This is an optimization exercise on Yosys and OpenROAD, whose aim is small area and a short achievable clock period, not a production implementation.
Where RTL was checked, it was by simulation tests only, not by an equivalence proof against the original.

==> 04-22 <==
==> flow/design.v <==
module gpac_dac_tx_core #(
  parameter int unsigned ABUSWIDTH = 16,
  parameter logic [1:0]  DAC_ID    = 2'd0
) (
  input  logic                 BUS_CLK,
  input  logic                 BUS_RST_N,
  input  logic [ABUSWIDTH-1:0] BUS_ADD,
  input  logic [7:0]           BUS_DATA_IN,
  output logic [7:0]           BUS_DATA_OUT,
  input  logic                 BUS_WR,
  input  logic                 BUS_RD,
  input  logic                 DAC_TRIGGER,
  output logic [13:0]          DAC_DATA,
  output logic                 DAC_STB,
  output logic                 DAC_SYNC,
  output logic                 BUSY
);
  localparam logic [5:0]           VERSION   = 6'd1;
  localparam logic [ABUSWIDTH-1:0] REG_COUNT = ABUSWIDTH'(12);
  localparam logic [3:0] A_ID      = 4'd0;
  localparam logic [3:0] A_CMD     = 4'd1;
  localparam logic [3:0] A_CONF    = 4'd2;
  localparam logic [3:0] A_LEN     = 4'd3;
  localparam logic [3:0] A_REPEAT  = 4'd4;
  localparam logic [3:0] A_DIV     = 4'd5;
  localparam logic [3:0] A_IDLE_LO = 4'd6;
  localparam logic [3:0] A_IDLE_HI = 4'd7;
  localparam logic [3:0] A_PTR     = 4'd8;
  localparam logic [3:0] A_STAGE   = 4'd9;
  localparam logic [3:0] A_COMMIT  = 4'd10;
  localparam logic [3:0] A_LOOPS   = 4'd11;
  typedef enum logic [1:0] {S_IDLE, S_ARMED, S_PLAY} state_e;
  logic [1:0] rst_sync;
  logic       rst_n;
  always_ff @(posedge BUS_CLK or negedge BUS_RST_N) begin
    if (!BUS_RST_N) rst_sync <= '0;
    else            rst_sync <= {rst_sync[0], 1'b1};
  end
  assign rst_n = rst_sync[1];
  logic [3:0] reg_sel;
  logic       reg_hit, wr_hit, soft_rst, start_wr, commit;
  assign reg_sel  = BUS_ADD[3:0];
  assign reg_hit  = (BUS_ADD < REG_COUNT);
  assign wr_hit   = BUS_WR && reg_hit;
  assign soft_rst = wr_hit && (reg_sel == A_ID);
  assign start_wr = wr_hit && (reg_sel == A_CMD);
  assign commit   = wr_hit && (reg_sel == A_COMMIT);
  logic [1:0]  conf_q;
  logic [7:0]  len_q, rpt_q, div_q, ptr_q, staging_q;
  logic [13:0] idle_q;
  always_ff @(posedge BUS_CLK or negedge rst_n) begin
    if (!rst_n) begin
      conf_q    <= '0;
      len_q     <= '0;
      rpt_q     <= '0;
      div_q     <= '0;
      idle_q    <= '0;
      ptr_q     <= '0;
      staging_q <= '0;
    end else if (soft_rst) begin
      conf_q    <= '0;
      len_q     <= '0;
      rpt_q     <= '0;
      div_q     <= '0;
      idle_q    <= '0;
      ptr_q     <= '0;
      staging_q <= '0;
    end else if (wr_hit) begin
      case (reg_sel)
        A_CONF:    conf_q         <= BUS_DATA_IN[1:0];
        A_LEN:     len_q          <= BUS_DATA_IN;
        A_REPEAT:  rpt_q          <= BUS_DATA_IN;
        A_DIV:     div_q          <= BUS_DATA_IN;
        A_IDLE_LO: idle_q[7:0]    <= BUS_DATA_IN;
        A_IDLE_HI: idle_q[13:8]   <= BUS_DATA_IN[5:0];
        A_PTR:     ptr_q          <= BUS_DATA_IN;
        A_STAGE:   staging_q      <= BUS_DATA_IN;
        A_COMMIT:  ptr_q          <= ptr_q + 8'd1;
        default: ;
      endcase
    end
  end
  state_e      state_q, state_d;
  logic [7:0]  idx_q, idx_d, tick_q, tick_d, loop_q, loop_d, len_m1;
  logic        done_q, done_d, start_q, trig_q, trig_prev, end_q, busy_q;
  logic        sample_tick, end_tick;
  logic [13:0] mem_q;
  assign len_m1 = len_q - 8'd1;
  always_comb begin
    state_d     = state_q;
    idx_d       = idx_q;
    tick_d      = tick_q;
    loop_d      = loop_q;
    done_d      = done_q;
    sample_tick = 1'b0;
    end_tick    = 1'b0;
    if (soft_rst) begin
      state_d = S_IDLE;
      idx_d   = '0;
      tick_d  = '0;
      loop_d  = '0;
      done_d  = 1'b0;
    end else begin
      case (state_q)
        S_IDLE: begin
          if (start_q) begin
            state_d = conf_q[0] ? S_ARMED : S_PLAY;
            idx_d   = '0;
            tick_d  = '0;
            loop_d  = '0;
            done_d  = 1'b0;
          end
        end
        S_ARMED: begin
          if (trig_q && !trig_prev) state_d = S_PLAY;
        end
        S_PLAY: begin
          tick_d = (tick_q == div_q) ? 8'd0 : tick_q + 8'd1;
          if (tick_q == 8'd0) begin
            if ((rpt_q != 8'd0) && (loop_q == rpt_q)) begin
              end_tick = 1'b1;
              done_d   = 1'b1;
              state_d  = S_IDLE;
              idx_d    = '0;
              tick_d   = '0;
            end else begin
              sample_tick = 1'b1;
              if (idx_q == len_m1) begin
                idx_d = '0;
                if (loop_q != 8'hFF) loop_d = loop_q + 8'd1;
              end else begin
                idx_d = idx_q + 8'd1;
              end
            end
          end
        end
        default: state_d = S_IDLE;
      endcase
    end
  end
  logic        pend_v, pend_vn;
  logic [7:0]  pend_a;
  logic [13:0] pend_d;
  always_ff @(posedge BUS_CLK) begin
    pend_v  <= commit;
    pend_vn <= !commit;
    pend_a  <= ptr_q;
    pend_d  <= {BUS_DATA_IN[5:0], staging_q};
  end
  logic [13:0] mem [256];
  for (genvar i = 0; i < 256; i++) begin : g_word
    logic hit, we, hold;
    assign hit  = (pend_a == 8'(i));
    assign we   = pend_v && hit;
    assign hold = pend_vn || !hit;
    always_ff @(posedge BUS_CLK) begin
      mem[i] <= ({14{we}} & pend_d) | ({14{hold}} & mem[i]);
    end
  end
  logic [255:0] wsel;
  always_ff @(posedge BUS_CLK) begin
    wsel <= 256'd1 << idx_d;
  end
  always_comb begin
    mem_q = '0;
    for (int i = 0; i < 256; i++) mem_q = mem_q | ({14{wsel[i]}} & mem[i]);
  end
  logic [7:0] rd_data;
  always_comb begin
    rd_data = '0;
    if (reg_hit) begin
      case (reg_sel)
        A_ID:      rd_data = {DAC_ID, VERSION};
        A_CMD:     rd_data = {6'b0, BUSY, done_q};
        A_CONF:    rd_data = {6'b0, conf_q};
        A_LEN:     rd_data = len_q;
        A_REPEAT:  rd_data = rpt_q;
        A_DIV:     rd_data = div_q;
        A_IDLE_LO: rd_data = idle_q[7:0];
        A_IDLE_HI: rd_data = {2'b0, idle_q[13:8]};
        A_PTR:     rd_data = ptr_q;
        A_STAGE:   rd_data = staging_q;
        A_COMMIT:  rd_data = ptr_q;
        A_LOOPS:   rd_data = loop_q;
        default:   rd_data = '0;
      endcase
    end
  end
  always_ff @(posedge BUS_CLK or negedge rst_n) begin
    if (!rst_n) begin
      state_q      <= S_IDLE;
      idx_q        <= '0;
      tick_q       <= '0;
      loop_q       <= '0;
      done_q       <= 1'b0;
      start_q      <= 1'b0;
      trig_q       <= 1'b0;
      trig_prev    <= 1'b0;
      end_q        <= 1'b0;
      busy_q       <= 1'b0;
      DAC_DATA     <= '0;
      DAC_STB      <= 1'b0;
      DAC_SYNC     <= 1'b0;
      BUS_DATA_OUT <= '0;
    end else begin
      state_q   <= state_d;
      idx_q     <= idx_d;
      tick_q    <= tick_d;
      loop_q    <= loop_d;
      done_q    <= done_d;
      start_q   <= start_wr;
      trig_q    <= DAC_TRIGGER;
      trig_prev <= trig_q;
      end_q     <= end_tick;
      busy_q    <= (state_d != S_IDLE) || end_tick;
      DAC_STB   <= sample_tick || end_tick;
      DAC_SYNC  <= sample_tick && (idx_q == 8'd0);
      if (soft_rst)                     DAC_DATA <= '0;
      else if (sample_tick)             DAC_DATA <= mem_q;
      else if (end_tick && !conf_q[1])  DAC_DATA <= idle_q;
      if (BUS_RD) BUS_DATA_OUT <= rd_data;
    end
  end
  assign BUSY = busy_q;
endmodule
==> flow/run.sh <==
#!/bin/bash
# synth_recipe.tcl (not shown) runs the flow's synth.tcl, then flattens the netlist and writes it again
# the make line also repeats each setting of config.mk as NAME=value (left out here)
make -C /OpenROAD-flow-scripts/flow DESIGN_CONFIG=/design/flow/config.mk WORK_HOME=/design/flow/orfs CLKGATE_MAP_FILE= SYNTH_SCRIPT=/design/flow/synth_recipe.tcl finish
==> flow/config.mk <==
export PLATFORM = sky130hd
export DESIGN_NAME = gpac_dac_tx_core
export DESIGN_NICKNAME = gpac_dac_tx_core
export VERILOG_FILES = /design/flow/design.v
export SDC_FILE = /design/flow/constraint.sdc
export NUM_CORES = 4
export LEC_CHECK = 0
export CAP_MARGIN = 20
export CORE_MARGIN = 2
export CORE_UTILIZATION = 55
export CTS_CLUSTER_DIAMETER = 100
export CTS_CLUSTER_SIZE = 30
export SETUP_SLACK_MARGIN = 3.6
export SLEW_MARGIN = 20
==> flow/constraint.sdc <==
create_clock -name core_clock -period 6.5 [get_ports {BUS_CLK}]
set_input_delay 1.3000 -clock core_clock [delete_from_list [all_inputs] [get_ports {BUS_CLK}]]
set_output_delay 1.3000 -clock core_clock [all_outputs]
set_load 0.01 [all_outputs]
==> 01-02: changes against 04-22 <==
--- a/flow/design.v
+++ b/flow/design.v
@@ -82,7 +82,7 @@
   end
   state_e      state_q, state_d;
   logic [7:0]  idx_q, idx_d, tick_q, tick_d, loop_q, loop_d, len_m1;
-  logic        done_q, done_d, start_q, trig_q, trig_prev, end_q, busy_q;
+  logic        done_q, done_d, start_q, trig_q, trig_prev, end_q;
   logic        sample_tick, end_tick;
   logic [13:0] mem_q;
   assign len_m1 = len_q - 8'd1;
@@ -138,33 +138,17 @@
       endcase
     end
   end
-  logic        pend_v, pend_vn;
+  logic [13:0] mem [256];
+  logic        pend_v;
   logic [7:0]  pend_a;
   logic [13:0] pend_d;
   always_ff @(posedge BUS_CLK) begin
-    pend_v  <= commit;
-    pend_vn <= !commit;
-    pend_a  <= ptr_q;
-    pend_d  <= {BUS_DATA_IN[5:0], staging_q};
-  end
-  logic [13:0] mem [256];
-  for (genvar i = 0; i < 256; i++) begin : g_word
-    logic hit, we, hold;
-    assign hit  = (pend_a == 8'(i));
-    assign we   = pend_v && hit;
-    assign hold = pend_vn || !hit;
-    always_ff @(posedge BUS_CLK) begin
-      mem[i] <= ({14{we}} & pend_d) | ({14{hold}} & mem[i]);
-    end
-  end
-  logic [255:0] wsel;
-  always_ff @(posedge BUS_CLK) begin
-    wsel <= 256'd1 << idx_d;
-  end
-  always_comb begin
-    mem_q = '0;
-    for (int i = 0; i < 256; i++) mem_q = mem_q | ({14{wsel[i]}} & mem[i]);
-  end
+    pend_v <= commit;
+    pend_a <= ptr_q;
+    pend_d <= {BUS_DATA_IN[5:0], staging_q};
+    if (pend_v) mem[pend_a] <= pend_d;
+  end
+  assign mem_q = mem[idx_q];
   logic [7:0] rd_data;
   always_comb begin
     rd_data = '0;
@@ -197,7 +181,6 @@
       trig_q       <= 1'b0;
       trig_prev    <= 1'b0;
       end_q        <= 1'b0;
-      busy_q       <= 1'b0;
       DAC_DATA     <= '0;
       DAC_STB      <= 1'b0;
       DAC_SYNC     <= 1'b0;
@@ -212,7 +195,6 @@
       trig_q    <= DAC_TRIGGER;
       trig_prev <= trig_q;
       end_q     <= end_tick;
-      busy_q    <= (state_d != S_IDLE) || end_tick;
       DAC_STB   <= sample_tick || end_tick;
       DAC_SYNC  <= sample_tick && (idx_q == 8'd0);
       if (soft_rst)                     DAC_DATA <= '0;
@@ -221,5 +203,5 @@
       if (BUS_RD) BUS_DATA_OUT <= rd_data;
     end
   end
-  assign BUSY = busy_q;
+  assign BUSY = (state_q != S_IDLE) || end_q;
 endmodule
--- a/flow/config.mk
+++ b/flow/config.mk
@@ -7,8 +7,5 @@
 export LEC_CHECK = 0
 export CAP_MARGIN = 20
 export CORE_MARGIN = 2
-export CORE_UTILIZATION = 55
-export CTS_CLUSTER_DIAMETER = 100
-export CTS_CLUSTER_SIZE = 30
-export SETUP_SLACK_MARGIN = 3.6
+export CORE_UTILIZATION = 45
 export SLEW_MARGIN = 20
==> reports/metrics.yaml <==
floorplanning:
  num_rows: 186
synthesis:
  synth.top_cell.area_share_pct: 54.6
  synth_xor_xnor_area_share_pct: 0.186
  synth_compound_area_share_pct: 33.8
  ys_types: 73
outcome:
  lastStage: "global routing"
  status: "aborted with a tool error"
  tool.error: "[ERROR GRT-0116] Global routing finished with congestion. Check the congestion regions in the DRC Viewer."
clock_tree:
  cts_setup_buffers: 342
place:
  place_congestion: 1.57
global_routing:
  grt_max_degree: 136
-- figures above: 04-22

==> reports/metrics.yaml <==
synthesis:
  synth_common_cells: "edfxtp_1 (3,584), mux4_2 (806), mux2i_1 (362), nor2_1 (360), nand2_1 (300)"
  ys_types: 83
  synth_compound_area_share_pct: 3.37
  synth_xor_xnor_area_share_pct: 0.157
  synth.top_cell.area_share_pct: 74.1
outcome:
  status: "timing/DRC/antenna clean"
place:
  place_congestion: 0.944
global_routing:
  grt_max_degree: 202
floorplanning:
  num_rows: 208
clock_tree:
  cts_setup_buffers: 0
-- figures above: 01-02

Only the layout flow was run in 01-02; the RTL was not checked for function there.

==> separate check: timing with driven ports <==
In the flow no input, the clock included, has a driving cell. The finished layout below was timed again as built, in two steps.
Step 1 sets driving cells, clkbuf_16 on the clock port and buf_2 on the other inputs (assumed; they add their load-dependent delay and slew).
Step 2 times the ports against the registers' clock, not the clock port: input delays grow and output delays shrink by t, the midpoint of the rising clock arrivals with the driver on.
Slacks: no drivers / after step 1 / after step 2; pairs: no drivers / after step 1.
run: 01-02
shift t [ns]: 1.026
setup slack, ns: 1.609 / 1.609 / 1.512
hold slack, ns: 0.354 / 0.354 / 0.354
clock arrival spread, ns: 0.081 / 0.081
worst slew at a driven data input, ns: 0.05
After both steps 01-02 still meets setup and hold. The setup slack of 01-02 moves by 0.000 ns with the drivers and by -0.097 ns with both steps.
